Source: an optimization exercise on an open RTL-to-GDS flow (aim: small area and a short achievable clock period). Production flows keep margins and buffers that such runs may drop.
Only simulation tests tie the RTL to the original design; equivalence was not proved.
No activity file was given, so power comes from the tool's default toggle rates.

==> flow/design.v <==
module cpu_bus_tracer #(
  parameter int unsigned ADDR_W    = 16,
  parameter int unsigned DATA_W    = 8,
  parameter int unsigned DEPTH     = 64,
  parameter int unsigned POST_TRIG = 16,
  parameter int unsigned WDOG_W    = 20
) (
  input  logic                       clk_i,
  input  logic                       rst_i,
  input  logic [ADDR_W-1:0]          bus_a_i,
  input  logic [DATA_W-1:0]          bus_din_i,
  input  logic [DATA_W-1:0]          bus_dout_i,
  input  logic                       bus_rd_i,
  input  logic                       bus_wr_i,
  input  logic                       bus_done_i,
  input  logic                       bus_fault_i,
  input  logic                       tr_ready_i,
  output logic                       tr_valid_o,
  output logic [ADDR_W+DATA_W:0]     tr_data_o,
  input  logic                       arm_i,
  input  logic [ADDR_W-1:0]          trig_addr_i,
  input  logic [ADDR_W-1:0]          trig_mask_i,
  input  logic [WDOG_W-1:0]          wdog_limit_i,
  output logic [1:0]                 state_o,
  output logic [2:0]                 cause_o,
  output logic [$clog2(DEPTH+1)-1:0] count_o,
  output logic                       wrapped_o
);
  localparam int unsigned PtrW = $clog2(DEPTH);
  localparam int unsigned CntW = $clog2(DEPTH + 1);
  localparam int unsigned EntW = 1 + ADDR_W + DATA_W;
  localparam logic [2:0] CauseNone  = 3'd0;
  localparam logic [2:0] CauseAddr  = 3'd1;
  localparam logic [2:0] CauseFault = 3'd2;
  localparam logic [2:0] CauseWdog  = 3'd3;
  localparam logic [2:0] CauseDone  = 3'd4;
  localparam logic [1:0] StIdle    = 2'd0;
  localparam logic [1:0] StArmed   = 2'd1;
  localparam logic [1:0] StPost    = 2'd2;
  localparam logic [1:0] StStopped = 2'd3;
  logic [1:0]          state_q, state_d;
  logic [2:0]          cause_q, cause_d;
  logic [CntW-1:0]     count_q, count_d;
  logic                wrapped_q, wrapped_d;
  logic [PtrW-1:0]     post_q, post_d;
  logic [WDOG_W-1:0]   wdog1_q, wdog1_d;   
  logic                rd_prev_q, wr_prev_q, fault_prev_q;
  logic                rd_pend_q, skid_vld_q;
  logic [ADDR_W-1:0]   addr_q;
  logic [DATA_W-1:0]   dout_q;
  logic                valid_q, valid_d;
  logic [EntW-1:0]     out_q, out_d;
  logic [EntW-1:0]     mem_q [0:DEPTH-1];
  logic                wr_edge, rd_edge_raw, rd_edge, any_edge, fault_edge;
  logic                capturing, stopped, cap_ok, commit, addr_match, pop, wdog_hit;
  logic                full, empty;
  logic [EntW-1:0]     commit_entry, rd_mem, oldest;
  logic [PtrW-1:0]     idx_q, idx_d;
  assign wr_edge     = bus_wr_i & ~wr_prev_q;
  assign rd_edge_raw = bus_rd_i & ~rd_prev_q;
  assign rd_edge     = rd_edge_raw & ~wr_edge;
  assign any_edge    = wr_edge | rd_edge_raw;
  assign fault_edge  = bus_fault_i & ~fault_prev_q;
  assign capturing   = state_q[0] ^ state_q[1];
  assign stopped     = state_q[0] & state_q[1];
  assign cap_ok      = capturing & ~arm_i;
  assign full        = (count_q == CntW'(DEPTH));
  assign empty       = (count_q == '0);
  assign commit      = cap_ok & (rd_pend_q | skid_vld_q | wr_edge);
  always_comb begin
    if (rd_pend_q)       commit_entry = {1'b0, addr_q, bus_din_i};
    else if (skid_vld_q) commit_entry = {1'b1, addr_q, dout_q};
    else                 commit_entry = {1'b1, bus_a_i, bus_dout_i};
  end
  logic match_q, match_in;
  assign match_q     = (((addr_q ^ trig_addr_i) & trig_mask_i) == '0);
  assign match_in    = (((bus_a_i ^ trig_addr_i) & trig_mask_i) == '0);
  assign addr_match  = (trig_mask_i != '0) && ((rd_pend_q | skid_vld_q) ? match_q : match_in);
  assign pop         = valid_q & tr_ready_i;
  always_comb begin
    rd_mem = '0;
    for (int i = 0; i < DEPTH; i++) begin
      if (idx_q == PtrW'(i)) rd_mem = rd_mem | mem_q[i];
    end
  end
  always_comb begin
    if (stopped)                oldest = rd_mem;
    else if (empty)             oldest = commit_entry;
    else if (full && commit)    oldest = mem_q[DEPTH-2];
    else                        oldest = rd_mem;
  end
  always_comb begin
    count_d   = count_q;
    wrapped_d = wrapped_q;
    if (arm_i) begin
      count_d   = '0;
      wrapped_d = 1'b0;
    end else if (commit) begin
      if (full) wrapped_d = 1'b1;
      else      count_d   = count_q + 1'b1;
    end else if (pop) begin
      count_d = count_q - 1'b1;
    end
  end
  always_comb begin
    state_d  = state_q;
    cause_d  = cause_q;
    post_d   = post_q;
    wdog1_d  = wdog1_q;
    wdog_hit = 1'b0;
    if (arm_i) begin
      state_d = StArmed;
      cause_d = CauseNone;
      post_d  = '0;
      wdog1_d = WDOG_W'(1);
    end else if (capturing) begin
      wdog1_d  = any_edge ? WDOG_W'(1) : wdog1_q + 1'b1;
      wdog_hit = !any_edge && (wdog_limit_i != '0) && (wdog1_q == wdog_limit_i);
      if (bus_done_i) begin
        state_d = StStopped;
        cause_d = CauseDone;
      end else if (state_q == StArmed && (fault_edge || (commit && addr_match))) begin
        cause_d = fault_edge ? CauseFault : CauseAddr;
        post_d  = PtrW'(POST_TRIG);
        state_d = (POST_TRIG == 0) ? StStopped : StPost;
      end else if (state_q == StArmed && wdog_hit) begin
        state_d = StStopped;
        cause_d = CauseWdog;
      end else if (state_q == StPost && commit) begin
        post_d = post_q - 1'b1;
        if (post_q <= PtrW'(1)) begin
          state_d = StStopped;
        end
      end
    end
  end
  assign valid_d = (state_d == StStopped) && (count_d != '0);
  logic [PtrW-1:0] cnt_p0, cnt_m1, cnt_m2, cnt_m3;
  logic            stop_d;
  assign cnt_p0 = PtrW'(count_q);
  assign cnt_m1 = PtrW'(count_q - CntW'(1));
  assign cnt_m2 = PtrW'(count_q - CntW'(2));
  assign cnt_m3 = PtrW'(count_q - CntW'(3));
  assign stop_d = (state_d == StStopped);
  always_comb begin
    if (commit && !full) idx_d = stop_d ? cnt_m1 : cnt_p0;
    else if (pop)        idx_d = cnt_m3;
    else                 idx_d = stop_d ? cnt_m2 : cnt_m1;
  end
  always_comb begin
    if (!valid_d)               out_d = '0;
    else if (valid_q && !pop)   out_d = out_q;
    else                        out_d = oldest;
  end
  always_ff @(posedge clk_i) begin
    if (rst_i) begin
      state_q      <= StIdle;
      cause_q      <= CauseNone;
      count_q      <= '0;
      wrapped_q    <= 1'b0;
      post_q       <= '0;
      wdog1_q      <= WDOG_W'(1);
      rd_prev_q    <= 1'b0;
      wr_prev_q    <= 1'b0;
      fault_prev_q <= 1'b0;
      rd_pend_q    <= 1'b0;
      skid_vld_q   <= 1'b0;
      valid_q      <= 1'b0;
      out_q        <= '0;
    end else begin
      state_q      <= state_d;
      cause_q      <= cause_d;
      count_q      <= count_d;
      wrapped_q    <= wrapped_d;
      post_q       <= post_d;
      wdog1_q      <= wdog1_d;
      rd_prev_q    <= bus_rd_i;
      wr_prev_q    <= bus_wr_i;
      fault_prev_q <= bus_fault_i;
      rd_pend_q    <= cap_ok & rd_edge;
      skid_vld_q   <= cap_ok & wr_edge & rd_pend_q;
      valid_q      <= valid_d;
      out_q        <= out_d;
    end
    idx_q <= idx_d;
  end
  always_ff @(posedge clk_i) begin
    addr_q <= bus_a_i;
    dout_q <= bus_dout_i;
  end
  always_ff @(posedge clk_i) begin
    if (commit) begin
      mem_q[0] <= commit_entry;
      for (int i = 1; i < DEPTH; i++) mem_q[i] <= mem_q[i-1];
    end
  end
  assign tr_valid_o = valid_q;
  assign tr_data_o  = out_q;
  assign state_o    = state_q;
  assign cause_o    = cause_q;
  assign count_o    = count_q;
  assign wrapped_o  = wrapped_q;
endmodule
export LEC_CHECK = 0
export CAP_MARGIN = 20
export CORE_MARGIN = 2
export CORE_UTILIZATION = 55
export CTS_BUF_LIST = sky130_fd_sc_hd__clkbuf_8
export CTS_CLUSTER_DIAMETER = 50
export CTS_CLUSTER_SIZE = 16
export SETUP_SLACK_MARGIN = 3.3
export SLEW_MARGIN = 20
create_clock -name core_clock -period 6.0 [get_ports {clk_i}]
standard.sh (not shown) runs the stock make flow with config.mk's settings and CLKGATE_MAP_FILE= SYNTH_SCRIPT=/design/flow/synth_recipe.tcl, a recipe that flattens the netlist after the stock synthesis.
==> flow/flow/run.sh <==
#!/bin/bash
# The standard layout flow (standard.sh, unchanged synthesis), except that the port
# buffers are plain buf_2 cells instead of the default delay-buffer cell.
set -euo pipefail
export BUFFER_PORTS_ARGS="-buffer_cell sky130_fd_sc_hd__buf_2"
bash standard.sh finish > standard.log 2>&1
==> next run, changes <==
==> flow/flow/run.sh (replaced) <==
#!/bin/bash
# The standard layout flow (standard.sh, unchanged synthesis), except that the port
# buffers are plain buf_4 cells instead of the default delay-buffer cell.
set -euo pipefail
export BUFFER_PORTS_ARGS="-buffer_cell sky130_fd_sc_hd__buf_4"
bash standard.sh finish > standard.log 2>&1
- CORE_UTILIZATION: 55 -> 65
- CTS_BUF_LIST: sky130_fd_sc_hd__clkbuf_8 -> unset
- CTS_CLUSTER_DIAMETER: 50 -> 70
- CTS_CLUSTER_SIZE: 16 -> 24
- SETUP_SLACK_MARGIN: 3.3 -> 3.6
What happened: The changed run finished clean; wire length goes down by 2.9%; die area went down by 15%; clock-buffer cell count fell by 27; combinational power is higher by about 6%; core utilization rose by 11 points; worst hold slack is better by 0.014 ns.
==> next run, changes <==
- CORE_UTILIZATION: 65 -> 55
- SETUP_SLACK_MARGIN: 3.6 -> 3.3
Die area rises by 18%.
Cell count is higher by 4.1%.
Via count falls by 2.6%.
Core utilization decreases by 11 points.
Combinational power shrinks by about 4%.
Worst setup slack gains 0.30 ns.
Synthesized area is unchanged.
Wire length grows by 1.7%.
Clock-buffer cell count drops by 3.
Global-route usage went down by 6.2 points.

cpu_bus_tracer, a different RTL version from the one above (not shown whole).
Size: ~3700 cells after synthesis, ~0.065 mm² of cells after synthesis.
Design cpu_bus_tracer, start of the top module:
module cpu_bus_tracer #(
  parameter int unsigned ADDR_W    = 16,
  parameter int unsigned DATA_W    = 8,
  parameter int unsigned DEPTH     = 64,
  parameter int unsigned POST_TRIG = 16,
  parameter int unsigned WDOG_W    = 20
) (
  input  logic                       clk_i,
  input  logic                       rst_i,
  input  logic [ADDR_W-1:0]          bus_a_i,
  input  logic [DATA_W-1:0]          bus_din_i,
  input  logic [DATA_W-1:0]          bus_dout_i,
  input  logic                       bus_rd_i,
  input  logic                       bus_wr_i,
  input  logic                       bus_done_i,
  input  logic                       bus_fault_i,
  input  logic                       tr_ready_i,
  output logic                       tr_valid_o,
  output logic [ADDR_W+DATA_W:0]     tr_data_o,
  input  logic                       arm_i,
  input  logic [ADDR_W-1:0]          trig_addr_i,
  input  logic [ADDR_W-1:0]          trig_mask_i,
  input  logic [WDOG_W-1:0]          wdog_limit_i,
  output logic [1:0]                 state_o,
  output logic [2:0]                 cause_o,
  output logic [$clog2(DEPTH+1)-1:0] count_o,
  output logic                       wrapped_o
);
  localparam int unsigned PtrW = $clog2(DEPTH);
  ...
clock: 6.0 ns
lec_check: 0
cap_margin: 20
core_margin: 2
core_utilization: 62
cts_buf_list: sky130_fd_sc_hd__clkbuf_8
cts_cluster_diameter: 50
cts_cluster_size: 16
setup_slack_margin: 3.3
slew_margin: 20
==> flow/flow/run.sh <==
#!/bin/bash
# The standard layout flow (standard.sh, unchanged synthesis), except that the port
# buffers are plain buf_2 cells instead of the default delay-buffer cell.
set -euo pipefail
export BUFFER_PORTS_ARGS="-buffer_cell sky130_fd_sc_hd__buf_2"
bash standard.sh finish > standard.log 2>&1
The starting point finished with timing, DRC and antenna clean.
Edit:
CORE_UTILIZATION = 55   (was 62)
SETUP_SLACK_MARGIN = 3.1   (was 3.3)
After rerunning:
- The new run finished clean
- global-route usage decreases by 3.9 points
- setup slack got worse by 120 ps
- utilization fell by 8.1 points
- power drops by about 0.8%
- final cell count increases by about 3.4%
- synthesized area does not change
- flip-flop and latch count stays the same
Edit:
SETUP_SLACK_MARGIN = 3.3   (was 3.1)
Result: The new run completed without violations. Count of clock-buffer cells in the layout does not change. Final cell count stays flat. Setup slack improved by 210 ps. Area after synthesis does not change. Power is about the same. Maximum frequency rises by 7.6%. Die area is unchanged. Global-route usage stays flat. Register-to-register slack improved by 210 ps.
Edit:
CTS_BUF_LIST = not set   (was sky130_fd_sc_hd__clkbuf_8)
CTS_CLUSTER_DIAMETER = 70   (was 50)
CTS_CLUSTER_SIZE = 24   (was 16)
Design area grows slightly; sequential cell count does not change; total power increases by a few percent; core utilization goes up by 0.95 points; via count barely changes; wire length barely changes.

Setup of cedar:
cpu_bus_tracer again, from the RTL that the note above started with.
## cpu_bus_tracer
module cpu_bus_tracer #(
  parameter int unsigned ADDR_W    = 16,
  parameter int unsigned DATA_W    = 8,
  parameter int unsigned DEPTH     = 64,
  parameter int unsigned POST_TRIG = 16,
  parameter int unsigned WDOG_W    = 20
) (
  input  logic                       clk_i,
  input  logic                       rst_i,
  input  logic [ADDR_W-1:0]          bus_a_i,
  input  logic [DATA_W-1:0]          bus_din_i,
  input  logic [DATA_W-1:0]          bus_dout_i,
  input  logic                       bus_rd_i,
  input  logic                       bus_wr_i,
  input  logic                       bus_done_i,
  input  logic                       bus_fault_i,
  input  logic                       tr_ready_i,
  output logic                       tr_valid_o,
  output logic [ADDR_W+DATA_W:0]     tr_data_o,
  input  logic                       arm_i,
  input  logic [ADDR_W-1:0]          trig_addr_i,
  input  logic [ADDR_W-1:0]          trig_mask_i,
  input  logic [WDOG_W-1:0]          wdog_limit_i,
  output logic [1:0]                 state_o,
  output logic [2:0]                 cause_o,
  output logic [$clog2(DEPTH+1)-1:0] count_o,
  output logic                       wrapped_o
);
  localparam int unsigned PtrW = $clog2(DEPTH);
  localparam int unsigned CntW = $clog2(DEPTH + 1);
  localparam int unsigned EntW = 1 + ADDR_W + DATA_W;
  localparam logic [2:0] CauseNone  = 3'd0;
  localparam logic [2:0] CauseAddr  = 3'd1;
  localparam logic [2:0] CauseFault = 3'd2;
  localparam logic [2:0] CauseWdog  = 3'd3;
  localparam logic [2:0] CauseDone  = 3'd4;
  localparam logic [1:0] StIdle    = 2'd0;
  localparam logic [1:0] StArmed   = 2'd1;
  localparam logic [1:0] StPost    = 2'd2;
  localparam logic [1:0] StStopped = 2'd3;
  logic [1:0]          state_q, state_d;
  logic [2:0]          cause_q, cause_d;
  logic [CntW-1:0]     count_q, count_d;
  logic                wrapped_q, wrapped_d;
  logic [PtrW-1:0]     post_q, post_d;
  logic [WDOG_W-1:0]   wdog1_q, wdog1_d;   
  logic                rd_prev_q, wr_prev_q, fault_prev_q;
  logic                rd_pend_q, skid_vld_q;
  logic [ADDR_W-1:0]   addr_q;
  logic [DATA_W-1:0]   dout_q;
  logic                valid_q, valid_d;
  logic [EntW-1:0]     out_q, out_d;
  logic [EntW-1:0]     mem_q [0:DEPTH-1];
  ...
Settings: LEC_CHECK=0, CAP_MARGIN=20, CORE_MARGIN=2, CORE_UTILIZATION=58, CTS_BUF_LIST=sky130_fd_sc_hd__clkbuf_8, CTS_CLUSTER_DIAMETER=50, CTS_CLUSTER_SIZE=16, SETUP_SLACK_MARGIN=3.4, SLEW_MARGIN=20; clock period 6.0 ns.
Scripts as last shown in full above: flow/flow/run.sh
cedar finished end to end and its layout was clean on timing, DRC and antenna.
The following lists how juniper was set up differently from cedar:
Settings: CORE_UTILIZATION: 58 -> 55; SETUP_SLACK_MARGIN: 3.4 -> 3.5.
- Diff cedar -> juniper: post-place instance area saw little to no change; pin count of the biggest net entering global routing -8; count of clock-buffer cells in the layout now larger.
- From cedar to juniper the numbers moved as follows: number of non-clock inverters in the layout moved down; power share of the combinational group increased 1.2 points; width of the die moved up.
- juniper has internal power consumption below what cedar had.
- Going from cedar to juniper, ratio of routed vias to standard cells shrank slightly.
- juniper vs cedar, instance count: juniper higher
- Looking at critical path depth, juniper sits 5 above cedar.
- Looking only at share of cells above drive strength 1, and setting everything else aside, the lower value of cedar and juniper goes to cedar.

-- static timing again, ports no longer ideal --
The results above use ideal ports. As a check the final layouts listed here were re-extracted and re-timed, cells and wires unchanged.
Step 1 sets driving cells, clkbuf_16 on the clock port and buf_2 on the other inputs (assumed; they add their load-dependent delay and slew).
Step 2 moves the port delays by t, midway between the first and last clock arrival at a register: inputs arrive t later, outputs are due t later. That takes back most of the time a late clock gives input paths.
a / b / c = ideal / step 1 / step 2; a / b = the first two.
run | shift t [ns] | setup slack, ns | worst register clock-pin slew, ns
the first run of note 1 | 0.954 | 3.030 / 3.030 / 2.154 | 0.11 / 0.11
the second run of note 1 | 0.782 | 2.656 / 2.656 / 2.167 | 0.10 / 0.10
the third run of note 1 | 0.813 | 2.951 / 2.951 / 2.211 | 0.10 / 0.10
the first run of note 2 | 0.941 | 3.169 / 3.169 / 2.456 | 0.11 / 0.11
the second run of note 2 | 0.971 | 3.044 / 3.028 / 2.306 | 0.11 / 0.11
the third run of note 2 | 0.962 | 3.254 / 3.254 / 2.422 | 0.11 / 0.11
the fourth run of note 2 | 0.805 | 3.221 / 3.231 / 2.455 | 0.10 / 0.10
cedar | 0.955 | 3.313 / 3.247 / 2.411 | 0.11 / 0.11
juniper | 0.974 | 3.305 / 3.303 / 2.377 | 0.11 / 0.11
After both steps setup and hold are still met in every run listed. The setup slack of juniper, which loses most, moves by -0.002 ns with the drivers and by -0.928 ns with both steps.
